Background: an optimization exercise with open tools, aiming at small area. Do not read the settings as production practice.
The RTL of this run was laid out without a check of its function.
No activity file was given, so power comes from the tool's default toggle rates.

<file path="design/flow/design.v">
package valu_op_pkg;
  typedef enum logic [2:0] {
    VOP_MUL    = 3'b000,
    VOP_MULA   = 3'b001,
    VOP_MULTAC = 3'b010,
    VOP_ADD    = 3'b011,
    VOP_SUB    = 3'b100,
    VOP_ADDAC  = 3'b101,
    VOP_MTAC   = 3'b110
  } vop_e;
  localparam logic [2:0] VOP_ILLEGAL_CODE = 3'b111;
endpackage
package valu_ctrl_pkg;
  typedef enum logic {
    MODE_FULL = 1'b0,
    MODE_HALF = 1'b1
  } elem_mode_e;
  typedef enum logic [1:0] {
    ADDEND_ZERO  = 2'd0,
    ADDEND_B     = 2'd1,
    ADDEND_ACCUM = 2'd2
  } addend_sel_e;
  typedef struct packed {
    elem_mode_e  mode;
    addend_sel_e addend_sel;
    logic        negate_b;
  } add_ctrl_t;
  typedef struct packed {
    elem_mode_e mode;
    logic       saturate;
    logic       save_to_accum;
  } round_ctrl_t;
endpackage
import valu_op_pkg::*;
module valu_decode (
  input  logic [2:0] in_op,
  output logic       is_mul,
  output logic       add_b,
  output logic       neg_b,
  output logic       use_acc,
  output logic       save
);
  assign is_mul  = (in_op == VOP_MUL) || (in_op == VOP_MULA) || (in_op == VOP_MULTAC);
  assign add_b   = (in_op == VOP_ADD) || (in_op == VOP_SUB);
  assign neg_b   = (in_op == VOP_SUB);
  assign use_acc = (in_op == VOP_MULA) || (in_op == VOP_ADDAC);
  assign save    = (in_op == VOP_MULTAC) || (in_op == VOP_MTAC);
endmodule
module valu_fa (
  input  logic x,
  input  logic y,
  input  logic z,
  output logic s,
  output logic c
);
  assign s = x ^ y ^ z;
  assign c = (x & y) | (x & z) | (y & z);
endmodule
module valu_add (
  input  logic [15:0] a,
  input  logic [15:0] b,
  input  logic        half,
  input  logic        frac,
  input  logic        is_mul,
  input  logic        add_b,
  input  logic        neg_b,
  output logic [17:0] q
);
  logic mul;
  assign mul = is_mul;
  wire n1 = b[7] & ~half;
  wire n2 = a[0] & ~half;
  wire n3 = a[1] & ~half;
  wire n4 = a[2] & ~half;
  wire n5 = a[3] & ~half;
  wire n6 = a[4] & ~half;
  wire n7 = a[5] & ~half;
  wire n8 = a[6] & ~half;
  wire n9 = a[7] & ~half;
  wire n10 = a[8] & ~half;
  wire n11 = a[9] & ~half;
  wire n12 = a[10] & ~half;
  wire n13 = a[11] & ~half;
  wire n14 = a[12] & ~half;
  wire n15 = a[13] & ~half;
  wire n16 = a[14] & ~half;
  wire n17 = a[15] & ~half;
  wire n18 = half ? a[7] : a[8];
  wire n19 = ~half;
  wire n20 = mul ? (b[0] ^ 1'b0) : 1'b1;
  wire n21 = mul & ((b[1] & ~b[0] & ~1'b0) | (~b[1] & b[0] & 1'b0));
  wire n22 = mul & b[1];
  wire n23 = n22 ^ half;
  wire n24 = n22 & ~half;
  wire n25 = ((a[0] & n20) | (1'b0 & n21)) ^ n22;
  wire n26 = ((a[1] & n20) | (a[0] & n21)) ^ n22;
  wire n27 = ((a[2] & n20) | (a[1] & n21)) ^ n22;
  wire n28 = ((a[3] & n20) | (a[2] & n21)) ^ n22;
  wire n29 = ((a[4] & n20) | (a[3] & n21)) ^ n22;
  wire n30 = ((a[5] & n20) | (a[4] & n21)) ^ n22;
  wire n31 = ((a[6] & n20) | (a[5] & n21)) ^ n22;
  wire n32 = ((a[7] & n20) | (a[6] & n21)) ^ n22;
  wire n33 = ((n18 & n20) | (a[7] & n21)) ^ n23;
  wire n34 = ((n11 & n20) | (n10 & n21)) ^ n24;
  wire n35 = ((n12 & n20) | (n11 & n21)) ^ n24;
  wire n36 = ((n13 & n20) | (n12 & n21)) ^ n24;
  wire n37 = ((n14 & n20) | (n13 & n21)) ^ n24;
  wire n38 = ((n15 & n20) | (n14 & n21)) ^ n24;
  wire n39 = ((n16 & n20) | (n15 & n21)) ^ n24;
  wire n40 = ((n17 & n20) | (n16 & n21)) ^ n24;
  wire n41 = ~(((n17 & n20) | (n17 & n21)) ^ n24);
  wire n42 = mul & (b[2] ^ b[1]);
  wire n43 = mul & ((b[3] & ~b[2] & ~b[1]) | (~b[3] & b[2] & b[1]));
  wire n44 = mul & b[3];
  wire n45 = n44 ^ half;
  wire n46 = n44 & ~half;
  wire n47 = ((a[0] & n42) | (1'b0 & n43)) ^ n44;
  wire n48 = ((a[1] & n42) | (a[0] & n43)) ^ n44;
  wire n49 = ((a[2] & n42) | (a[1] & n43)) ^ n44;
  wire n50 = ((a[3] & n42) | (a[2] & n43)) ^ n44;
  wire n51 = ((a[4] & n42) | (a[3] & n43)) ^ n44;
  wire n52 = ((a[5] & n42) | (a[4] & n43)) ^ n44;
  wire n53 = ((a[6] & n42) | (a[5] & n43)) ^ n44;
  wire n54 = ((a[7] & n42) | (a[6] & n43)) ^ n44;
  wire n55 = ((n18 & n42) | (a[7] & n43)) ^ n45;
  wire n56 = ((n11 & n42) | (n10 & n43)) ^ n46;
  wire n57 = ((n12 & n42) | (n11 & n43)) ^ n46;
  wire n58 = ((n13 & n42) | (n12 & n43)) ^ n46;
  wire n59 = ((n14 & n42) | (n13 & n43)) ^ n46;
  wire n60 = ((n15 & n42) | (n14 & n43)) ^ n46;
  wire n61 = ((n16 & n42) | (n15 & n43)) ^ n46;
  wire n62 = ((n17 & n42) | (n16 & n43)) ^ n46;
  wire n63 = ~(((n17 & n42) | (n17 & n43)) ^ n46);
  wire n64 = mul & (b[4] ^ b[3]);
  wire n65 = mul & ((b[5] & ~b[4] & ~b[3]) | (~b[5] & b[4] & b[3]));
  wire n66 = mul & b[5];
  wire n67 = n66 ^ half;
  wire n68 = n66 & ~half;
  wire n69 = ((a[0] & n64) | (1'b0 & n65)) ^ n66;
  wire n70 = ((a[1] & n64) | (a[0] & n65)) ^ n66;
  wire n71 = ((a[2] & n64) | (a[1] & n65)) ^ n66;
  wire n72 = ((a[3] & n64) | (a[2] & n65)) ^ n66;
  wire n73 = ((a[4] & n64) | (a[3] & n65)) ^ n66;
  wire n74 = ((a[5] & n64) | (a[4] & n65)) ^ n66;
  wire n75 = ((a[6] & n64) | (a[5] & n65)) ^ n66;
  wire n76 = ((a[7] & n64) | (a[6] & n65)) ^ n66;
  wire n77 = ((n18 & n64) | (a[7] & n65)) ^ n67;
  wire n78 = ((n11 & n64) | (n10 & n65)) ^ n68;
  wire n79 = ((n12 & n64) | (n11 & n65)) ^ n68;
  wire n80 = ((n13 & n64) | (n12 & n65)) ^ n68;
  wire n81 = ((n14 & n64) | (n13 & n65)) ^ n68;
  wire n82 = ((n15 & n64) | (n14 & n65)) ^ n68;
  wire n83 = ((n16 & n64) | (n15 & n65)) ^ n68;
  wire n84 = ((n17 & n64) | (n16 & n65)) ^ n68;
  wire n85 = ~(((n17 & n64) | (n17 & n65)) ^ n68);
  wire n86 = mul & (b[6] ^ b[5]);
  wire n87 = mul & ((b[7] & ~b[6] & ~b[5]) | (~b[7] & b[6] & b[5]));
  wire n88 = mul & b[7];
  wire n89 = n88 ^ half;
  wire n90 = n88 & ~half;
  wire n91 = ((a[0] & n86) | (1'b0 & n87)) ^ n88;
  wire n92 = ((a[1] & n86) | (a[0] & n87)) ^ n88;
  wire n93 = ((a[2] & n86) | (a[1] & n87)) ^ n88;
  wire n94 = ((a[3] & n86) | (a[2] & n87)) ^ n88;
  wire n95 = ((a[4] & n86) | (a[3] & n87)) ^ n88;
  wire n96 = ((a[5] & n86) | (a[4] & n87)) ^ n88;
  wire n97 = ((a[6] & n86) | (a[5] & n87)) ^ n88;
  wire n98 = ((a[7] & n86) | (a[6] & n87)) ^ n88;
  wire n99 = ((n18 & n86) | (a[7] & n87)) ^ n89;
  wire n100 = ((n11 & n86) | (n10 & n87)) ^ n90;
  wire n101 = ((n12 & n86) | (n11 & n87)) ^ n90;
  wire n102 = ((n13 & n86) | (n12 & n87)) ^ n90;
  wire n103 = ((n14 & n86) | (n13 & n87)) ^ n90;
  wire n104 = ((n15 & n86) | (n14 & n87)) ^ n90;
  wire n105 = ((n16 & n86) | (n15 & n87)) ^ n90;
  wire n106 = ((n17 & n86) | (n16 & n87)) ^ n90;
  wire n107 = ~(((n17 & n86) | (n17 & n87)) ^ n90);
  wire n108 = mul ? (b[8] ^ n1) : half;
  wire n109 = mul & ((b[9] & ~b[8] & ~n1) | (~b[9] & b[8] & n1));
  wire n110 = mul & b[9];
  wire n111 = n110 & ~half;
  wire n112 = n110 & half;
  wire n113 = ((n2 & n108) | (1'b0 & n109)) ^ n111;
  wire n114 = ((n3 & n108) | (n2 & n109)) ^ n111;
  wire n115 = ((n4 & n108) | (n3 & n109)) ^ n111;
  wire n116 = ((n5 & n108) | (n4 & n109)) ^ n111;
  wire n117 = ((n6 & n108) | (n5 & n109)) ^ n111;
  wire n118 = ((n7 & n108) | (n6 & n109)) ^ n111;
  wire n119 = ((n8 & n108) | (n7 & n109)) ^ n111;
  wire n120 = ((n9 & n108) | (n8 & n109)) ^ n111;
  wire n121 = ((a[8] & n108) | (n9 & n109)) ^ n110;
  wire n122 = ((a[9] & n108) | (a[8] & n109)) ^ n110;
  wire n123 = ((a[10] & n108) | (a[9] & n109)) ^ n110;
  wire n124 = ((a[11] & n108) | (a[10] & n109)) ^ n110;
  wire n125 = ((a[12] & n108) | (a[11] & n109)) ^ n110;
  wire n126 = ((a[13] & n108) | (a[12] & n109)) ^ n110;
  wire n127 = ((a[14] & n108) | (a[13] & n109)) ^ n110;
  wire n128 = ((a[15] & n108) | (a[14] & n109)) ^ n110;
  wire n129 = ~(((a[15] & n108) | (a[15] & n109)) ^ n110);
  wire n130 = mul & (b[10] ^ b[9]);
  wire n131 = mul & ((b[11] & ~b[10] & ~b[9]) | (~b[11] & b[10] & b[9]));
  wire n132 = mul & b[11];
  wire n133 = n132 & ~half;
  wire n134 = n132 & half;
  wire n135 = ((n2 & n130) | (1'b0 & n131)) ^ n133;
  wire n136 = ((n3 & n130) | (n2 & n131)) ^ n133;
  wire n137 = ((n4 & n130) | (n3 & n131)) ^ n133;
  wire n138 = ((n5 & n130) | (n4 & n131)) ^ n133;
  wire n139 = ((n6 & n130) | (n5 & n131)) ^ n133;
  wire n140 = ((n7 & n130) | (n6 & n131)) ^ n133;
  wire n141 = ((n8 & n130) | (n7 & n131)) ^ n133;
  wire n142 = ((n9 & n130) | (n8 & n131)) ^ n133;
  wire n143 = ((a[8] & n130) | (n9 & n131)) ^ n132;
  wire n144 = ((a[9] & n130) | (a[8] & n131)) ^ n132;
  wire n145 = ((a[10] & n130) | (a[9] & n131)) ^ n132;
  wire n146 = ((a[11] & n130) | (a[10] & n131)) ^ n132;
  wire n147 = ((a[12] & n130) | (a[11] & n131)) ^ n132;
  wire n148 = ((a[13] & n130) | (a[12] & n131)) ^ n132;
  wire n149 = ((a[14] & n130) | (a[13] & n131)) ^ n132;
  wire n150 = ((a[15] & n130) | (a[14] & n131)) ^ n132;
  wire n151 = ~(((a[15] & n130) | (a[15] & n131)) ^ n132);
  wire n152 = mul & (b[12] ^ b[11]);
  wire n153 = mul & ((b[13] & ~b[12] & ~b[11]) | (~b[13] & b[12] & b[11]));
  wire n154 = mul & b[13];
  wire n155 = n154 & ~half;
  wire n156 = n154 & half;
  wire n157 = ((n2 & n152) | (1'b0 & n153)) ^ n155;
  wire n158 = ((n3 & n152) | (n2 & n153)) ^ n155;
  wire n159 = ((n4 & n152) | (n3 & n153)) ^ n155;
  wire n160 = ((n5 & n152) | (n4 & n153)) ^ n155;
  wire n161 = ((n6 & n152) | (n5 & n153)) ^ n155;
  wire n162 = ((n7 & n152) | (n6 & n153)) ^ n155;
  wire n163 = ((n8 & n152) | (n7 & n153)) ^ n155;
  wire n164 = ((n9 & n152) | (n8 & n153)) ^ n155;
  wire n165 = ((a[8] & n152) | (n9 & n153)) ^ n154;
  wire n166 = ((a[9] & n152) | (a[8] & n153)) ^ n154;
  wire n167 = ((a[10] & n152) | (a[9] & n153)) ^ n154;
  wire n168 = ((a[11] & n152) | (a[10] & n153)) ^ n154;
  wire n169 = ((a[12] & n152) | (a[11] & n153)) ^ n154;
  wire n170 = ((a[13] & n152) | (a[12] & n153)) ^ n154;
  wire n171 = ((a[14] & n152) | (a[13] & n153)) ^ n154;
  wire n172 = ((a[15] & n152) | (a[14] & n153)) ^ n154;
  wire n173 = ~(((a[15] & n152) | (a[15] & n153)) ^ n154);
  wire n174 = mul & (b[14] ^ b[13]);
  wire n175 = mul & ((b[15] & ~b[14] & ~b[13]) | (~b[15] & b[14] & b[13]));
  wire n176 = mul & b[15];
  wire n177 = n176 & ~half;
  wire n178 = n176 & half;
  wire n179 = ((n2 & n174) | (1'b0 & n175)) ^ n177;
  wire n180 = ((n3 & n174) | (n2 & n175)) ^ n177;
  wire n181 = ((n4 & n174) | (n3 & n175)) ^ n177;
  wire n182 = ((n5 & n174) | (n4 & n175)) ^ n177;
  wire n183 = ((n6 & n174) | (n5 & n175)) ^ n177;
  wire n184 = ((n7 & n174) | (n6 & n175)) ^ n177;
  wire n185 = ((n8 & n174) | (n7 & n175)) ^ n177;
  wire n186 = ((n9 & n174) | (n8 & n175)) ^ n177;
  wire n187 = ((a[8] & n174) | (n9 & n175)) ^ n176;
  wire n188 = ((a[9] & n174) | (a[8] & n175)) ^ n176;
  wire n189 = ((a[10] & n174) | (a[9] & n175)) ^ n176;
  wire n190 = ((a[11] & n174) | (a[10] & n175)) ^ n176;
  wire n191 = ((a[12] & n174) | (a[11] & n175)) ^ n176;
  wire n192 = ((a[13] & n174) | (a[12] & n175)) ^ n176;
  wire n193 = ((a[14] & n174) | (a[13] & n175)) ^ n176;
  wire n194 = ((a[15] & n174) | (a[14] & n175)) ^ n176;
  wire n195 = ~(((a[15] & n174) | (a[15] & n175)) ^ n176);
  wire n196 = add_b & (b[0] ^ neg_b);
  wire n197 = add_b & (b[1] ^ neg_b);
  wire n198 = add_b & (b[2] ^ neg_b);
  wire n199 = add_b & (b[3] ^ neg_b);
  wire n200 = add_b & (b[4] ^ neg_b);
  wire n201 = add_b & (b[5] ^ neg_b);
  wire n202 = add_b & (b[6] ^ neg_b);
  wire n203 = add_b & (b[7] ^ neg_b);
  wire n204 = add_b & ((half ? b[7] : b[8]) ^ neg_b);
  wire n205 = add_b & (b[9] ^ neg_b);
  wire n206 = add_b & (b[10] ^ neg_b);
  wire n207 = add_b & (b[11] ^ neg_b);
  wire n208 = add_b & (b[12] ^ neg_b);
  wire n209 = add_b & (b[13] ^ neg_b);
  wire n210 = add_b & (b[14] ^ neg_b);
  wire n211 = add_b & (b[15] ^ neg_b);
  wire n212 = add_b & ((half ? b[8] : b[15]) ^ neg_b);
  wire n213 = add_b & (b[9] ^ neg_b);
  wire n214 = add_b & (b[10] ^ neg_b);
  wire n215 = add_b & (b[11] ^ neg_b);
  wire n216 = add_b & (b[12] ^ neg_b);
  wire n217 = add_b & (b[13] ^ neg_b);
  wire n218 = add_b & (b[14] ^ neg_b);
  wire n219 = add_b & (b[15] ^ neg_b);
  wire n220 = add_b & (b[15] ^ neg_b);
  wire n221 = neg_b & half;
  wire n222, n223;
  valu_fa fa_n222 (.x(neg_b), .y(n22), .z(n25), .s(n222), .c(n223));
  wire n224, n225;
  valu_fa fa_n224 (.x(n26), .y(n223), .z(n197), .s(n224), .c(n225));
  wire n226, n227;
  valu_fa fa_n226 (.x(n44), .y(n27), .z(n47), .s(n226), .c(n227));
  wire n228, n229;
  valu_fa fa_n228 (.x(n226), .y(n198), .z(n225), .s(n228), .c(n229));
  wire n230, n231;
  valu_fa fa_n230 (.x(n28), .y(n48), .z(n227), .s(n230), .c(n231));
  wire n232, n233;
  valu_fa fa_n232 (.x(n199), .y(n230), .z(n229), .s(n232), .c(n233));
  wire n234, n235;
  valu_fa fa_n234 (.x(n66), .y(n29), .z(n49), .s(n234), .c(n235));
  wire n236, n237;
  valu_fa fa_n236 (.x(n69), .y(n234), .z(n200), .s(n236), .c(n237));
  wire n238, n239;
  valu_fa fa_n238 (.x(n231), .y(n236), .z(n233), .s(n238), .c(n239));
  wire n240, n241;
  valu_fa fa_n240 (.x(n30), .y(n50), .z(n70), .s(n240), .c(n241));
  wire n242, n243;
  valu_fa fa_n242 (.x(n235), .y(n240), .z(n201), .s(n242), .c(n243));
  wire n244, n245;
  valu_fa fa_n244 (.x(n237), .y(n242), .z(n239), .s(n244), .c(n245));
  wire n246, n247;
  valu_fa fa_n246 (.x(n88), .y(n31), .z(n51), .s(n246), .c(n247));
  wire n248, n249;
  valu_fa fa_n248 (.x(n71), .y(n91), .z(n241), .s(n248), .c(n249));
  wire n250, n251;
  valu_fa fa_n250 (.x(n246), .y(n202), .z(n248), .s(n250), .c(n251));
  wire n252, n253;
  valu_fa fa_n252 (.x(n243), .y(n250), .z(n245), .s(n252), .c(n253));
  wire n254, n255;
  valu_fa fa_n254 (.x(n32), .y(n52), .z(n72), .s(n254), .c(n255));
  wire n256, n257;
  valu_fa fa_n256 (.x(n92), .y(n247), .z(n254), .s(n256), .c(n257));
  wire n258, n259;
  valu_fa fa_n258 (.x(n203), .y(n249), .z(n256), .s(n258), .c(n259));
  wire n260, n261;
  valu_fa fa_n260 (.x(n251), .y(n258), .z(n253), .s(n260), .c(n261));
  wire n262, n263;
  valu_fa fa_n262 (.x(half), .y(n111), .z(n53), .s(n262), .c(n263));
  wire n264, n265;
  valu_fa fa_n264 (.x(n73), .y(n93), .z(n33), .s(n264), .c(n265));
  wire n266, n267;
  valu_fa fa_n266 (.x(n113), .y(n255), .z(n262), .s(n266), .c(n267));
  wire n268, n269;
  valu_fa fa_n268 (.x(n204), .y(n264), .z(n257), .s(n268), .c(n269));
  wire n270, n271;
  valu_fa fa_n270 (.x(n266), .y(n259), .z(n268), .s(n270), .c(n271));
  wire n272, n273;
  valu_fa fa_n272 (.x(half), .y(n54), .z(n74), .s(n272), .c(n273));
  wire n274, n275;
  valu_fa fa_n274 (.x(n94), .y(n34), .z(n114), .s(n274), .c(n275));
  wire n276, n277;
  valu_fa fa_n276 (.x(n263), .y(n265), .z(n272), .s(n276), .c(n277));
  wire n278, n279;
  valu_fa fa_n278 (.x(n205), .y(n274), .z(n267), .s(n278), .c(n279));
  wire n280, n281;
  valu_fa fa_n280 (.x(n276), .y(n269), .z(n278), .s(n280), .c(n281));
  wire n282, n283;
  valu_fa fa_n282 (.x(n133), .y(n75), .z(n95), .s(n282), .c(n283));
  wire n284, n285;
  valu_fa fa_n284 (.x(n35), .y(n55), .z(n115), .s(n284), .c(n285));
  wire n286, n287;
  valu_fa fa_n286 (.x(n135), .y(n273), .z(n275), .s(n286), .c(n287));
  wire n288, n289;
  valu_fa fa_n288 (.x(n282), .y(n206), .z(n284), .s(n288), .c(n289));
  wire n290, n291;
  valu_fa fa_n290 (.x(n277), .y(n286), .z(n288), .s(n290), .c(n291));
  wire n292, n293;
  valu_fa fa_n292 (.x(n279), .y(n290), .z(n281), .s(n292), .c(n293));
  wire n294, n295;
  valu_fa fa_n294 (.x(half), .y(n76), .z(n96), .s(n294), .c(n295));
  wire n296, n297;
  valu_fa fa_n296 (.x(n36), .y(n56), .z(n116), .s(n296), .c(n297));
  wire n298, n299;
  valu_fa fa_n298 (.x(n136), .y(n283), .z(n285), .s(n298), .c(n299));
  wire n300, n301;
  valu_fa fa_n300 (.x(n294), .y(n207), .z(n296), .s(n300), .c(n301));
  wire n302, n303;
  valu_fa fa_n302 (.x(n287), .y(n289), .z(n298), .s(n302), .c(n303));
  wire n304, n305;
  valu_fa fa_n304 (.x(n300), .y(n291), .z(n302), .s(n304), .c(n305));
  wire n306, n307;
  valu_fa fa_n306 (.x(n155), .y(n97), .z(n37), .s(n306), .c(n307));
  wire n308, n309;
  valu_fa fa_n308 (.x(n57), .y(n77), .z(n117), .s(n308), .c(n309));
  wire n310, n311;
  valu_fa fa_n310 (.x(n137), .y(n157), .z(n295), .s(n310), .c(n311));
  wire n312, n313;
  valu_fa fa_n312 (.x(n297), .y(n208), .z(n306), .s(n312), .c(n313));
  wire n314, n315;
  valu_fa fa_n314 (.x(n308), .y(n299), .z(n310), .s(n314), .c(n315));
  wire n316, n317;
  valu_fa fa_n316 (.x(n301), .y(n312), .z(n303), .s(n316), .c(n317));
  wire n318, n319;
  valu_fa fa_n318 (.x(n314), .y(n305), .z(n316), .s(n318), .c(n319));
  wire n320, n321;
  valu_fa fa_n320 (.x(half), .y(n98), .z(n38), .s(n320), .c(n321));
  wire n322, n323;
  valu_fa fa_n322 (.x(n58), .y(n78), .z(n118), .s(n322), .c(n323));
  wire n324, n325;
  valu_fa fa_n324 (.x(n138), .y(n158), .z(n307), .s(n324), .c(n325));
  wire n326, n327;
  valu_fa fa_n326 (.x(n309), .y(n209), .z(n320), .s(n326), .c(n327));
  wire n328, n329;
  valu_fa fa_n328 (.x(n322), .y(n311), .z(n313), .s(n328), .c(n329));
  wire n330, n331;
  valu_fa fa_n330 (.x(n324), .y(n326), .z(n315), .s(n330), .c(n331));
  wire n332, n333;
  valu_fa fa_n332 (.x(n328), .y(n330), .z(n317), .s(n332), .c(n333));
  wire n334, n335;
  valu_fa fa_n334 (.x(n177), .y(n39), .z(n59), .s(n334), .c(n335));
  wire n336, n337;
  valu_fa fa_n336 (.x(n79), .y(n99), .z(n119), .s(n336), .c(n337));
  wire n338, n339;
  valu_fa fa_n338 (.x(n139), .y(n159), .z(n179), .s(n338), .c(n339));
  wire n340, n341;
  valu_fa fa_n340 (.x(n321), .y(n323), .z(n210), .s(n340), .c(n341));
  wire n342, n343;
  valu_fa fa_n342 (.x(n334), .y(n336), .z(n338), .s(n342), .c(n343));
  wire n344, n345;
  valu_fa fa_n344 (.x(n325), .y(n327), .z(n340), .s(n344), .c(n345));
  wire n346, n347;
  valu_fa fa_n346 (.x(n342), .y(n329), .z(n344), .s(n346), .c(n347));
  wire n348, n349;
  valu_fa fa_n348 (.x(n331), .y(n346), .z(n333), .s(n348), .c(n349));
  wire n350, n351;
  valu_fa fa_n350 (.x(half), .y(n40), .z(n60), .s(n350), .c(n351));
  wire n352 = n351 & ~half;
  wire n353, n354;
  valu_fa fa_n353 (.x(n80), .y(n100), .z(n120), .s(n353), .c(n354));
  wire n355 = n354 & ~half;
  wire n356, n357;
  valu_fa fa_n356 (.x(n140), .y(n160), .z(n180), .s(n356), .c(n357));
  wire n358 = n357 & ~half;
  wire n359, n360;
  valu_fa fa_n359 (.x(n335), .y(n337), .z(n339), .s(n359), .c(n360));
  wire n361 = n360 & ~half;
  wire n362, n363;
  valu_fa fa_n362 (.x(n211), .y(n350), .z(n353), .s(n362), .c(n363));
  wire n364 = n363 & ~half;
  wire n365, n366;
  valu_fa fa_n365 (.x(n356), .y(n341), .z(n343), .s(n365), .c(n366));
  wire n367 = n366 & ~half;
  wire n368, n369;
  valu_fa fa_n368 (.x(n359), .y(n362), .z(n345), .s(n368), .c(n369));
  wire n370 = n369 & ~half;
  wire n371, n372;
  valu_fa fa_n371 (.x(n365), .y(n347), .z(n368), .s(n371), .c(n372));
  wire n373 = n372 & ~half;
  wire n374 = ~(n221 ^ n112);
  wire n375 = n221 | n112;
  wire n376, n377;
  valu_fa fa_n376 (.x(n41), .y(n61), .z(n81), .s(n376), .c(n377));
  wire n378, n379;
  valu_fa fa_n378 (.x(n101), .y(n121), .z(n141), .s(n378), .c(n379));
  wire n380, n381;
  valu_fa fa_n380 (.x(n161), .y(n181), .z(n374), .s(n380), .c(n381));
  wire n382, n383;
  valu_fa fa_n382 (.x(n212), .y(n376), .z(n378), .s(n382), .c(n383));
  wire n384, n385;
  valu_fa fa_n384 (.x(n380), .y(n352), .z(n355), .s(n384), .c(n385));
  wire n386, n387;
  valu_fa fa_n386 (.x(n358), .y(n382), .z(n361), .s(n386), .c(n387));
  wire n388, n389;
  valu_fa fa_n388 (.x(n364), .y(n384), .z(n386), .s(n388), .c(n389));
  wire n390, n391;
  valu_fa fa_n390 (.x(n367), .y(n388), .z(n370), .s(n390), .c(n391));
  wire n392 = ~(n122 ^ n375);
  wire n393 = n122 | n375;
  wire n394, n395;
  valu_fa fa_n394 (.x(n62), .y(n82), .z(n102), .s(n394), .c(n395));
  wire n396, n397;
  valu_fa fa_n396 (.x(n142), .y(n162), .z(n182), .s(n396), .c(n397));
  wire n398, n399;
  valu_fa fa_n398 (.x(n377), .y(n379), .z(n381), .s(n398), .c(n399));
  wire n400, n401;
  valu_fa fa_n400 (.x(n392), .y(n213), .z(n394), .s(n400), .c(n401));
  wire n402, n403;
  valu_fa fa_n402 (.x(n396), .y(n383), .z(n398), .s(n402), .c(n403));
  wire n404, n405;
  valu_fa fa_n404 (.x(n400), .y(n385), .z(n402), .s(n404), .c(n405));
  wire n406, n407;
  valu_fa fa_n406 (.x(n387), .y(n404), .z(n389), .s(n406), .c(n407));
  wire n408, n409;
  valu_fa fa_n408 (.x(n134), .y(n123), .z(n63), .s(n408), .c(n409));
  wire n410, n411;
  valu_fa fa_n410 (.x(n83), .y(n103), .z(n143), .s(n410), .c(n411));
  wire n412, n413;
  valu_fa fa_n412 (.x(n163), .y(n183), .z(n393), .s(n412), .c(n413));
  wire n414, n415;
  valu_fa fa_n414 (.x(n395), .y(n397), .z(n214), .s(n414), .c(n415));
  wire n416, n417;
  valu_fa fa_n416 (.x(n408), .y(n410), .z(n399), .s(n416), .c(n417));
  wire n418, n419;
  valu_fa fa_n418 (.x(n412), .y(n401), .z(n414), .s(n418), .c(n419));
  wire n420, n421;
  valu_fa fa_n420 (.x(n403), .y(n416), .z(n418), .s(n420), .c(n421));
  wire n422, n423;
  valu_fa fa_n422 (.x(n405), .y(n420), .z(n407), .s(n422), .c(n423));
  wire n424 = ~(n124 ^ n144);
  wire n425 = n124 | n144;
  wire n426, n427;
  valu_fa fa_n426 (.x(n84), .y(n104), .z(n164), .s(n426), .c(n427));
  wire n428, n429;
  valu_fa fa_n428 (.x(n184), .y(n409), .z(n411), .s(n428), .c(n429));
  wire n430, n431;
  valu_fa fa_n430 (.x(n424), .y(n215), .z(n426), .s(n430), .c(n431));
  wire n432, n433;
  valu_fa fa_n432 (.x(n413), .y(n415), .z(n428), .s(n432), .c(n433));
  wire n434, n435;
  valu_fa fa_n434 (.x(n430), .y(n417), .z(n419), .s(n434), .c(n435));
  wire n436, n437;
  valu_fa fa_n436 (.x(n432), .y(n421), .z(n434), .s(n436), .c(n437));
  wire n438, n439;
  valu_fa fa_n438 (.x(n156), .y(n125), .z(n145), .s(n438), .c(n439));
  wire n440, n441;
  valu_fa fa_n440 (.x(n85), .y(n105), .z(n165), .s(n440), .c(n441));
  wire n442, n443;
  valu_fa fa_n442 (.x(n185), .y(n425), .z(n427), .s(n442), .c(n443));
  wire n444, n445;
  valu_fa fa_n444 (.x(n438), .y(n216), .z(n440), .s(n444), .c(n445));
  wire n446, n447;
  valu_fa fa_n446 (.x(n429), .y(n431), .z(n442), .s(n446), .c(n447));
  wire n448, n449;
  valu_fa fa_n448 (.x(n444), .y(n433), .z(n446), .s(n448), .c(n449));
  wire n450, n451;
  valu_fa fa_n450 (.x(n435), .y(n448), .z(n437), .s(n450), .c(n451));
  wire n452 = ~(n126 ^ n146);
  wire n453 = n126 | n146;
  wire n454, n455;
  valu_fa fa_n454 (.x(n166), .y(n106), .z(n186), .s(n454), .c(n455));
  wire n456, n457;
  valu_fa fa_n456 (.x(n439), .y(n441), .z(n452), .s(n456), .c(n457));
  wire n458, n459;
  valu_fa fa_n458 (.x(n217), .y(n454), .z(n443), .s(n458), .c(n459));
  wire n460, n461;
  valu_fa fa_n460 (.x(n445), .y(n456), .z(n447), .s(n460), .c(n461));
  wire n462, n463;
  valu_fa fa_n462 (.x(n458), .y(n449), .z(n460), .s(n462), .c(n463));
  wire n464, n465;
  valu_fa fa_n464 (.x(n178), .y(n127), .z(n147), .s(n464), .c(n465));
  wire n466, n467;
  valu_fa fa_n466 (.x(n167), .y(n107), .z(n187), .s(n466), .c(n467));
  wire n468, n469;
  valu_fa fa_n468 (.x(n453), .y(n455), .z(n464), .s(n468), .c(n469));
  wire n470, n471;
  valu_fa fa_n470 (.x(n218), .y(n466), .z(n457), .s(n470), .c(n471));
  wire n472, n473;
  valu_fa fa_n472 (.x(n468), .y(n459), .z(n470), .s(n472), .c(n473));
  wire n474, n475;
  valu_fa fa_n474 (.x(n461), .y(n472), .z(n463), .s(n474), .c(n475));
  wire n476 = ~(n128 ^ n148);
  wire n477 = n128 | n148;
  wire n478, n479;
  valu_fa fa_n478 (.x(n168), .y(n188), .z(n465), .s(n478), .c(n479));
  wire n480, n481;
  valu_fa fa_n480 (.x(n467), .y(n476), .z(n219), .s(n480), .c(n481));
  wire n482, n483;
  valu_fa fa_n482 (.x(n469), .y(n478), .z(n480), .s(n482), .c(n483));
  wire n484, n485;
  valu_fa fa_n484 (.x(n471), .y(n482), .z(n473), .s(n484), .c(n485));
  wire n486, n487;
  valu_fa fa_n486 (.x(n129), .y(n149), .z(n169), .s(n486), .c(n487));
  wire n488, n489;
  valu_fa fa_n488 (.x(n189), .y(n477), .z(n486), .s(n488), .c(n489));
  wire n490, n491;
  valu_fa fa_n490 (.x(n220), .y(n479), .z(n481), .s(n490), .c(n491));
  wire n492, n493;
  valu_fa fa_n492 (.x(n488), .y(n483), .z(n490), .s(n492), .c(n493));
  wire n494 = ~(n150 ^ n170);
  wire n495 = n150 | n170;
  wire n496, n497;
  valu_fa fa_n496 (.x(n190), .y(n487), .z(n494), .s(n496), .c(n497));
  wire n498, n499;
  valu_fa fa_n498 (.x(n489), .y(n496), .z(n491), .s(n498), .c(n499));
  wire n500, n501;
  valu_fa fa_n500 (.x(n151), .y(n171), .z(n191), .s(n500), .c(n501));
  wire n502, n503;
  valu_fa fa_n502 (.x(n495), .y(n500), .z(n497), .s(n502), .c(n503));
  wire n504 = ~(n172 ^ n192);
  wire n505 = n172 | n192;
  wire n506, n507;
  valu_fa fa_n506 (.x(n501), .y(n504), .z(n503), .s(n506), .c(n507));
  wire n508, n509;
  valu_fa fa_n508 (.x(n173), .y(n193), .z(n505), .s(n508), .c(n509));
  wire n510 = ~(n194 ^ n509);
  wire n511 = n194 | n509;
  wire n512 = n196 ^ n222;
  wire n513 = n196 & n222;
  wire n514 = n224 ^ n513;
  wire n515 = n224 & n513;
  wire n516 = n228 ^ n515;
  wire n517 = n228 & n515;
  wire n518 = n232 ^ n517;
  wire n519 = n232 & n517;
  wire n520 = n238 ^ n519;
  wire n521 = n238 & n519;
  wire n522 = n244 ^ n521;
  wire n523 = n244 & n521;
  wire n524 = n252 & 1'b0;
  wire n525 = n252 ^ 1'b0;
  wire n526 = n260 & 1'b0;
  wire n527 = n260 ^ 1'b0;
  wire n528 = n261 & n270;
  wire n529 = n261 ^ n270;
  wire n530 = n271 & n280;
  wire n531 = n271 ^ n280;
  wire n532 = n292 & 1'b0;
  wire n533 = n292 ^ 1'b0;
  wire n534 = n293 & n304;
  wire n535 = n293 ^ n304;
  wire n536 = n318 & 1'b0;
  wire n537 = n318 ^ 1'b0;
  wire n538 = n319 & n332;
  wire n539 = n319 ^ n332;
  wire n540 = n348 & 1'b0;
  wire n541 = n348 ^ 1'b0;
  wire n542 = n349 & n371;
  wire n543 = n349 ^ n371;
  wire n544 = n542 & ~half;
  wire n545 = n543 & ~half;
  wire n546 = n373 & n390;
  wire n547 = n373 ^ n390;
  wire n548 = n391 & n406;
  wire n549 = n391 ^ n406;
  wire n550 = n422 & 1'b0;
  wire n551 = n422 ^ 1'b0;
  wire n552 = n423 & n436;
  wire n553 = n423 ^ n436;
  wire n554 = n450 & 1'b0;
  wire n555 = n450 ^ 1'b0;
  wire n556 = n451 & n462;
  wire n557 = n451 ^ n462;
  wire n558 = n474 & 1'b0;
  wire n559 = n474 ^ 1'b0;
  wire n560 = n475 & n484;
  wire n561 = n475 ^ n484;
  wire n562 = n485 & n492;
  wire n563 = n485 ^ n492;
  wire n564 = n493 & n498;
  wire n565 = n493 ^ n498;
  wire n566 = n499 & n502;
  wire n567 = n499 ^ n502;
  wire n568 = n506 & 1'b0;
  wire n569 = n506 ^ 1'b0;
  wire n570 = n507 & n508;
  wire n571 = n507 ^ n508;
  wire n572 = n510 & 1'b0;
  wire n573 = n510 ^ 1'b0;
  wire n574 = n195 & n511;
  wire n575 = n195 ^ n511;
  wire n576 = 1'b1 & 1'b0;
  wire n577 = 1'b1 ^ 1'b0;
  wire n578 = n524 | (n525 & n523);
  wire n579 = n526 | (n527 & n578);
  wire n580 = n527 & n525;
  wire n581 = n530 | (n531 & n528);
  wire n582 = n531 & n529;
  wire n583 = n534 | (n535 & n532);
  wire n584 = n535 & n533;
  wire n585 = n538 | (n539 & n536);
  wire n586 = n539 & n537;
  wire n587 = n544 | (n545 & n540);
  wire n588 = n545 & n541;
  wire n589 = n548 | (n549 & n546);
  wire n590 = n549 & n547;
  wire n591 = n552 | (n553 & n550);
  wire n592 = n553 & n551;
  wire n593 = n556 | (n557 & n554);
  wire n594 = n557 & n555;
  wire n595 = n560 | (n561 & n558);
  wire n596 = n561 & n559;
  wire n597 = n564 | (n565 & n562);
  wire n598 = n565 & n563;
  wire n599 = n568 | (n569 & n566);
  wire n600 = n569 & n567;
  wire n601 = n572 | (n573 & n570);
  wire n602 = n573 & n571;
  wire n603 = n576 | (n577 & n574);
  wire n604 = n577 & n575;
  wire n605 = n528 | (n529 & n579);
  wire n606 = n529 & n580;
  wire n607 = n581 | (n582 & n579);
  wire n608 = n582 & n580;
  wire n609 = n536 | (n537 & n583);
  wire n610 = n537 & n584;
  wire n611 = n585 | (n586 & n583);
  wire n612 = n586 & n584;
  wire n613 = n546 | (n547 & n587);
  wire n614 = n547 & n588;
  wire n615 = n589 | (n590 & n587);
  wire n616 = n590 & n588;
  wire n617 = n554 | (n555 & n591);
  wire n618 = n555 & n592;
  wire n619 = n593 | (n594 & n591);
  wire n620 = n594 & n592;
  wire n621 = n562 | (n563 & n595);
  wire n622 = n563 & n596;
  wire n623 = n597 | (n598 & n595);
  wire n624 = n598 & n596;
  wire n625 = n570 | (n571 & n599);
  wire n626 = n571 & n600;
  wire n627 = n601 | (n602 & n599);
  wire n628 = n602 & n600;
  wire n629 = n532 | (n533 & n607);
  wire n630 = n533 & n608;
  wire n631 = n583 | (n584 & n607);
  wire n632 = n584 & n608;
  wire n633 = n609 | (n610 & n607);
  wire n634 = n610 & n608;
  wire n635 = n611 | (n612 & n607);
  wire n636 = n612 & n608;
  wire n637 = n550 | (n551 & n615);
  wire n638 = n551 & n616;
  wire n639 = n591 | (n592 & n615);
  wire n640 = n592 & n616;
  wire n641 = n617 | (n618 & n615);
  wire n642 = n618 & n616;
  wire n643 = n619 | (n620 & n615);
  wire n644 = n620 & n616;
  wire n645 = n566 | (n567 & n623);
  wire n646 = n567 & n624;
  wire n647 = n599 | (n600 & n623);
  wire n648 = n600 & n624;
  wire n649 = n625 | (n626 & n623);
  wire n650 = n626 & n624;
  wire n651 = n627 | (n628 & n623);
  wire n652 = n628 & n624;
  wire n653 = n540 | (n541 & n635);
  wire n654 = n541 & n636;
  wire n655 = n587 | (n588 & n635);
  wire n656 = n588 & n636;
  wire n657 = n613 | (n614 & n635);
  wire n658 = n614 & n636;
  wire n659 = n615 | (n616 & n635);
  wire n660 = n616 & n636;
  wire n661 = n637 | (n638 & n635);
  wire n662 = n638 & n636;
  wire n663 = n639 | (n640 & n635);
  wire n664 = n640 & n636;
  wire n665 = n641 | (n642 & n635);
  wire n666 = n642 & n636;
  wire n667 = n643 | (n644 & n635);
  wire n668 = n644 & n636;
  wire n669 = n574 | (n575 & n651);
  wire n670 = n575 & n652;
  wire n671 = n603 | (n604 & n651);
  wire n672 = n604 & n652;
  wire n673 = n558 | (n559 & n667);
  wire n674 = n559 & n668;
  wire n675 = n595 | (n596 & n667);
  wire n676 = n596 & n668;
  wire n677 = n621 | (n622 & n667);
  wire n678 = n622 & n668;
  wire n679 = n623 | (n624 & n667);
  wire n680 = n624 & n668;
  wire n681 = n645 | (n646 & n667);
  wire n682 = n646 & n668;
  wire n683 = n647 | (n648 & n667);
  wire n684 = n648 & n668;
  wire n685 = n649 | (n650 & n667);
  wire n686 = n650 & n668;
  wire n687 = n651 | (n652 & n667);
  wire n688 = n652 & n668;
  wire n689 = n669 | (n670 & n667);
  wire n690 = n670 & n668;
  wire n691 = n671 | (n672 & n667);
  wire n692 = n672 & n668;
  wire n693 = n525 ^ n523;
  wire n694 = n527 ^ n578;
  wire n695 = n529 ^ n579;
  wire n696 = n531 ^ n605;
  wire n697 = n533 ^ n607;
  wire n698 = n535 ^ n629;
  wire n699 = n537 ^ n631;
  wire n700 = n539 ^ n633;
  wire n701 = n541 ^ n635;
  wire n702 = n543 ^ n653;
  wire n703 = n547 ^ n655;
  wire n704 = n549 ^ n657;
  wire n705 = n551 ^ n659;
  wire n706 = n553 ^ n661;
  wire n707 = n555 ^ n663;
  wire n708 = n557 ^ n665;
  wire n709 = n559 ^ n667;
  wire n710 = n561 ^ n673;
  wire n711 = n563 ^ n675;
  wire n712 = n565 ^ n677;
  wire n713 = n567 ^ n679;
  wire n714 = n569 ^ n681;
  wire n715 = n571 ^ n683;
  wire n716 = n573 ^ n685;
  wire n717 = n575 ^ n687;
  wire n718 = n577 ^ n689;
  logic [31:0] p;
  assign p = {n718, n717, n716, n715, n714, n713, n712, n711, n710, n709, n708, n707, n706, n705, n704, n703, n702, n701, n700, n699, n698, n697, n696, n695, n694, n693, n522, n520, n518, n516, n514, n512};
  logic shift;
  assign shift = is_mul && frac;
  always_comb begin
    for (int k = 0; k < 8; k++) begin
      if (shift) q[k] = half ? p[7+k] : p[15+k];
      else       q[k] = p[k];
      if (shift)     q[9+k] = p[23+k];
      else if (half) q[9+k] = p[16+k];
      else           q[9+k] = p[8+k];
    end
    if (!half)      q[8] = 1'b1;
    else if (shift) q[8] = p[15];
    else            q[8] = p[8];
    if (is_mul)     q[17] = p[31];
    else if (half)  q[17] = p[24];
    else            q[17] = p[16];
  end
endmodule
module valu_round (
  input  logic [17:0] q,
  input  logic [15:0] acc,
  input  logic        use_acc,
  input  logic        half,
  input  logic        frac,
  output logic [15:0] r
);
  logic [17:0] d;
  logic [17:0] s;
  logic [18:0] c;
  logic        sat_hi, sat_lo;
  assign d = {acc[15], acc[15:8], half & acc[7], acc[7:0]} & {18{use_acc}};
  assign c[0] = 1'b0;
  assign s[0] = q[0] ^ d[0];
  assign c[1] = q[0] & d[0];
  for (genvar i = 1; i < 18; i++) begin : g_bit
    if (i == 8) begin : g_top
      assign s[i] = q[i] ^ d[i] ^ c[i];
    end else begin : g_fa
      valu_fa valu_fa_i (.x(q[i]), .y(d[i]), .z(c[i]), .s(s[i]), .c(c[i+1]));
    end
  end
  logic [7:0] gg, pp;
  logic [3:0] g2, p2;
  logic [1:0] g4;
  assign gg = q[7:0] & d[7:0];
  assign pp = q[7:0] | d[7:0];
  for (genvar k = 0; k < 4; k++) begin : g_la2
    assign g2[k] = gg[2*k+1] | (pp[2*k+1] & gg[2*k]);
    assign p2[k] = pp[2*k+1] & pp[2*k];
  end
  assign g4[0] = g2[1] | (p2[1] & g2[0]);
  assign g4[1] = g2[3] | (p2[3] & g2[2]);
  assign c[9]  = ~half & (g4[1] | (p2[3] & p2[2] & g4[0]));
  assign sat_hi = frac && (s[17] != s[16]);
  assign sat_lo = frac && (s[8] != s[7]);
  always_comb begin
    r[15:8] = sat_hi ? {s[17], {7{~s[17]}}} : s[16:9];
    if (half) r[7:0] = sat_lo ? {s[8], {7{~s[8]}}} : s[7:0];
    else      r[7:0] = sat_hi ? {8{~s[17]}} : s[7:0];
  end
endmodule
import valu_op_pkg::*;
module valu_top (
  input  logic                   clk,
  input  logic                   reset,
  input  logic                   in_valid,
  input  valu_op_pkg::vop_e      in_op,
  input  logic                   in_frac,
  input  logic                   in_half,
  input  logic [(4 * 16)-1:0] in_a,
  input  logic [(4 * 16)-1:0] in_b,
  output logic                   result_valid,
  output logic [(4 * 16)-1:0] result
);
  logic            is_mul, add_b, neg_b, use_acc, save;
  logic [4*18-1:0] q_next, q1;
  logic [63:0]     r_next, r2, r3;
  logic [63:0]     acc;
  logic            acc_set;
  logic            v1, v2, v3;
  logic            frac1, half1, acc1, save1;
  valu_decode valu_decode_i (.in_op, .is_mul, .add_b, .neg_b, .use_acc, .save);
  for (genvar l = 0; l < 4; l++) begin : g_lane
    valu_add valu_add_i (
      .a(in_a[16*l +: 16]), .b(in_b[16*l +: 16]), .half(in_half), .frac(in_frac),
      .is_mul, .add_b, .neg_b, .q(q_next[18*l +: 18])
    );
    valu_round valu_round_i (
      .q(q1[18*l +: 18]), .acc(acc[16*l +: 16]), .use_acc(acc1 && acc_set), .half(half1),
      .frac(frac1),
      .r(r_next[16*l +: 16])
    );
  end
  always_ff @(posedge clk or posedge reset) begin
    if (reset) begin
      v1           <= 1'b0;
      v2           <= 1'b0;
      v3           <= 1'b0;
      result_valid <= 1'b0;
      acc_set      <= 1'b0;
    end else begin
      v1           <= in_valid;
      v2           <= v1;
      v3           <= v2;
      result_valid <= v3;
      if (v1 && save1) acc_set <= 1'b1;
    end
  end
  always_ff @(posedge clk) begin
    if (v1 && save1) acc <= r_next;
  end
  always_ff @(posedge clk) begin
    q1     <= q_next;
    frac1  <= in_frac;
    half1  <= in_half;
    acc1   <= use_acc;
    save1  <= save;
    r2     <= r_next;
    r3     <= r2;
    result <= r3;
  end
endmodule
</file>
<file path="design/flow/flow/run.sh">
#!/bin/bash
# The standard layout with the standard synthesis unchanged, with two changes:
#  - the port buffers are plain buf_1 cells (buffer_ports otherwise picks a delay-buffer cell)
#  - clock tree synthesis adds no dummy loads at the clock tree leaves
# The make output (every tool's log is also kept under orfs/logs) goes to standard.log.
set -euo pipefail
bash standard.sh \
  BUFFER_PORTS_ARGS="-buffer_cell sky130_fd_sc_hd__buf_1" \
  CTS_ARGS="-sink_clustering_enable -repair_clock_nets -dont_use_dummy_load -sink_clustering_size 16 -sink_clustering_max_diameter 60 -buf_list sky130_fd_sc_hd__clkbuf_8" \
  finish > standard.log 2>&1
</file>
<file path="design/flow/standard.sh">
#!/bin/bash
# synth_recipe.tcl (not shown) runs the flow's synth.tcl, then flattens the netlist and writes it again
# the make line also repeats each setting of config.mk as NAME=value (left out here)
make -C /OpenROAD-flow-scripts/flow DESIGN_CONFIG=/design/flow/config.mk WORK_HOME=/design/flow/orfs CLKGATE_MAP_FILE= SYNTH_SCRIPT=/design/flow/synth_recipe.tcl "${@:-finish}"
</file>
<file path="design/flow/config.mk">
export PLATFORM = sky130hd
export DESIGN_NAME = valu_top
export DESIGN_NICKNAME = valu_top
export VERILOG_FILES = /design/flow/design.v
export SDC_FILE = /design/flow/constraint.sdc
export NUM_CORES = 4
export LEC_CHECK = 0
export ABC_AREA = 1
export CAP_MARGIN = 20
export CORE_MARGIN = 2
export CORE_UTILIZATION = 40
export SLEW_MARGIN = 20
export SYNTH_HIERARCHICAL = 1
</file>
<file path="design/flow/constraint.sdc">
create_clock -name core_clock -period 7.0 [get_ports {clk}]
set_input_delay 1.4000 -clock core_clock [delete_from_list [all_inputs] [get_ports {clk}]]
set_output_delay 1.4000 -clock core_clock [all_outputs]
set_load 0.01 [all_outputs]
</file>
==> impl_metrics.csv <==
group,metric,value,unit
flow_run,maxCapViolations,0,
die,die-area,0.1033,mm²
timing,finalWorstSetupSlack,0.1545,ns
setup_path,start_kind,"primary input",
routing,drt_iter0_drc,2965,
setup_path,rrSetupSlack,0.40,ns
power,cellLeakagePower,0.02446,µW
die,io_pins,201,
setup_path,cp_max_fo,9,
power,swShare,47.29,%
power,vdd_drop_max,0.3252,mV
power,design_power_total,21510,µW
logic_synthesis,synth_seq_cells,337,
timing,post-route-min-period,6.845,ns
clock_tree,hold_buffers,0,
logic_synthesis,yosys_most_used_dff,"dfxtp_1",
clock_tree,htreeDepth,1,
global_route,grt_pass1_wl,200600,µm
timing,max_slew_margin,47.75,%
timing,skew,0.06685,ns
layout,final_common_cell,"nand2_1",
setup_path,rr_worst_depth,24,
timing,slew_violations,0,
logic_synthesis,avgSynthCellArea,8.810,µm²
die,die_w,321.4,µm
global_route,track_usage,24.92,%
logic_synthesis,yosys_warnings,9,
outcome,outcome,"timing/DRC/antenna clean",
routing,num_vias,34945,
clock_tree,clk_path_buf_depth,3,
placement,port_buffers,200,
layout,nFillCells,9701,
layout,instances_no_fill,6714,
die,coreArea,0.1000,mm²
logic_synthesis,async_flop_share,1.484,%
layout,syn_to_final_growth,20.93,%
layout,layout.nets,6306,
power,p_clk_share,4.4,%
placement,dpl_worst_slack,-0.4282,ns
clock_tree,cts_made_buffers,28,
layout,drive_gt1_share,21.88,%
logic_synthesis,synth_nets,5467,
hold_path,hold_class,"reg -> reg",
power,p_per_area,441.3,mW/mm²
global_route,grt_overflow_total,0,
global_route,antenna_found_initial,7,
placement,dp_hpwl,109900,µm
timing,rsz0062_at_grt,"yes",
routing,first_pass_iters,5,
logic_synthesis,synth-edff-count,64,
routing,wl_per_cell,19.38,µm
timing,final_hold_viol_count,0,
die,start_util,40.30,%
global_route,grt_pass1_vias,34684,
global_route,grt_max_degree,49,
logic_synthesis,syn_area,0.04030,mm²
routing,drt-total-wl,130100,µm
timing,tightest_slew,0.7818,ns
power,power_switching,10170,µW
power,p_comb_share,79.7,%
placement,gp_congestion,0.9874,
layout,layout_common_cells,"nand2_1, buf_4, fa_1, xor2_1, o22ai_1",
timing,fmax,146.1,MHz
routing,viasPerCell,5.205,
setup_path,worstSetupPathType,"in -> reg",
timing,fin_crit_sh,97.79,%
hold_path,min_path_cells,0,
setup_path,cp-end-kind,"register",
clock_tree,cts.sinks,337,
die,die_h,321.4,µm
setup_path,crit_arrival,7.33,ns
timing,setup_viol_count_final,0,
setup_path,r2r-start,"acc_set",
logic_synthesis,synth_cells,4575,
die,rows,116,
clock_tree,root_buffer,"clkbuf_8",
clock_tree,insertion_delay,0.61,ns
hold_path,hold_start,"r2[23]",
routing,ant_nets,0,
logic_synthesis,ys_seq_area_share,18.39,%
logic_synthesis,ys_types,42,
hold_path,worstHoldEndpoint,"r3[23]",
setup_path,worstPathRequired,7.48,ns
placement,place_inst,6667,
clock_tree,clk_pin_slew_worst_paths,0.10,ns
power,power.share.sequential,15.9,%
clock_tree,cts_tree,"built",
routing,drt_drc_violations_left,0,
power,internal_power,11340,µW
setup_path,timing.rr.end,"acc[55]",
metrics by stage:
step	area, µm²	hold slack [ns]	TNS [ns]	util (%)
6_report	48740	0.3073	0	48.74
5_1_grt	48730	0.3111	-0.2129	48.73
3_3_place_gp	47770	0.3101	-14.16	47.77
2_1_floorplan	40520	0.3096	0	-
3_5_place_dp	47770	0.3121	-17.54	47.77
4_1_cts	48160	0.3074	0	48.16
final cells by class:
cell class	count	area [µm²]	area share, %
clock buffer	28	385.4	0.7907
antenna	4	10.01	0.02054
sequential	337	7413	15.21
multi-input combinational	3494	30300	62.16
timing repair buffer	969	6779	13.91
tap	1298	1624	3.332
inverter	584	2231	4.577
power groups by stage:
stage / clock, µW / sequential (µW) / combinational (µW)
finish: 952 / 3420 / 17100
CTS: 994 / 3420 / 16900
floorplan: 0 / 3380 / 10300
global placement: 0 / 3460 / 16600
detailed placement: 0 / 3450 / 16800
global route: 1050 / 3500 / 19300
modules after synthesis (local to each module, per instance):
module,cells,copies in the design
valu_top,344,1
valu_decode,11,1
valu_fa,1,596
valu_add,755,4
valu_round,151,4
registers in the layout (all words and copies together) (netlist names):
register / count
q1: 72
acc: 64
r2: 64
r3: 64
result: 64
acc1: 1
acc_set: 1
frac1: 1
half1: 1
result_valid: 1
save1: 1
v1: 1
v2: 1
v3: 1
per-layer routing:
metal | part of all wire, % | global-route usage [%]
met4 | 2.5 | 4.933
met2 | 45 | 40.05
met3 | 6.1 | 2.525
met1 | 46 | 36.47
met5 | 0.010 | 0
critical path, stage by stage:
cell and delay (ns):
clkbuf_2 0.11, a21oi_4 0.20, buf_4 0.15, buf_12 0.15
buf_12 0.13, inv_2 0.06, buf_12 0.15, nor3_2 0.25
inv_2 0.11, o22ai_2 0.19, xor2_2 0.11, fa_1 0.42
fa_1 0.50, fa_1 0.56, fa_1 0.45, fa_2 0.42
fa_1 0.40, ha_1 0.32, nand2_1 0.12, nor2_2 0.06
buf_4 0.12, a21oi_1 0.17, nand2_2 0.10, ha_1 0.19
xor2_1 0.16, buf_4 0.14, nand2_1 0.05, o21ai_0 0.12
Yosys cell counts, types with 12 or more instances:
master    count  share of area, %
nand2_2      40              0.62
nor2_1      207               1.9
nor3_2       12              0.30
dfxtp_1     268                13
or2_2        12              0.19
o21ai_0     164               2.0
a31oi_1      16              0.25
inv_1       456               4.2
o21bai_1     20              0.37
inv_2       112               1.0
edfxtp_1     64               4.8
nand2_1     781               7.3
o22ai_1     460               7.1
xnor2_1      40              0.87
fa_1        600                30
nor3_4       12              0.48
clkbuf_1     52              0.48
clkinv_1     12              0.11
buf_2        52              0.65
buf_6        32              0.89
xor2_1      540                12
nand3_1     149               1.9
buf_1        16              0.15
ha_1        156               4.8
a21oi_1     185               2.3
o21ai_1      24              0.30
nor2_2       16              0.25
cells by family (layout without fill, tap and decap cells):
group / Yosys count / after routing / synth area share, %
xor+xnor: 580 / 580 / 12.60
fa+ha+maj: 756 / 756 / 34.65
flops: 337 / 337 / 18.39
buf+inv: 744 / 1581 / 7.774
other cells: 0 / 4 / 0
compound gates: 897 / 897 / 13.01
simple gates: 1261 / 1261 / 13.57
worst max-delay path by stage:
stage / cells past startpoint / startpoint / endpoint / slack [ns]
6_report: 28 / in_op[1] / q1[45] / 0.15
4_1_cts: 29 / in_op[0] / q1[34] / 0.23
2_1_floorplan: 28 / in_op[0] / q1[16] / 0.02
3_3_place_gp: 28 / in_op[0] / q1[16] / -0.38
5_1_grt: 31 / in_op[1] / q1[52] / -0.07
3_5_place_dp: 28 / in_op[0] / q1[16] / -0.43
timing repair:
action | in CTS | in global routing
gates resized for setup | 0 | 119
buffers inserted | 0 | 14
hold endpoints to repair | 0 | 0
endpoints found under the setup margin | 0 | 42

[re-timing with driven ports]
How much do the figures lean on ideal ports? The routed layout below was timed once more, with nothing changed but the port constraints. Step 1, drivers: a clkbuf_16 drives clk and a buf_2 each remaining input, both assumed. Step 2 times the ports against the registers' clock, not the clock port: input delays grow and output delays shrink by t, the midpoint of the rising clock arrivals with the driver on. Slacks: no drivers / after step 1 / after step 2; pairs: no drivers / after step 1.
t, ns: 0.633
slack for setup (ns): 0.155 / 0.184 / -0.449
slew at the worst register clock pin (ns): 0.10 / 0.10
worst data-port slew with drivers (ns): 0.13
cell pins on the clock port's net: 1
With both steps, setup timing fails in this run, where it was met with ideal ports. For this run, drivers alone change the setup slack by +0.029 ns; drivers and shift together by -0.604 ns.
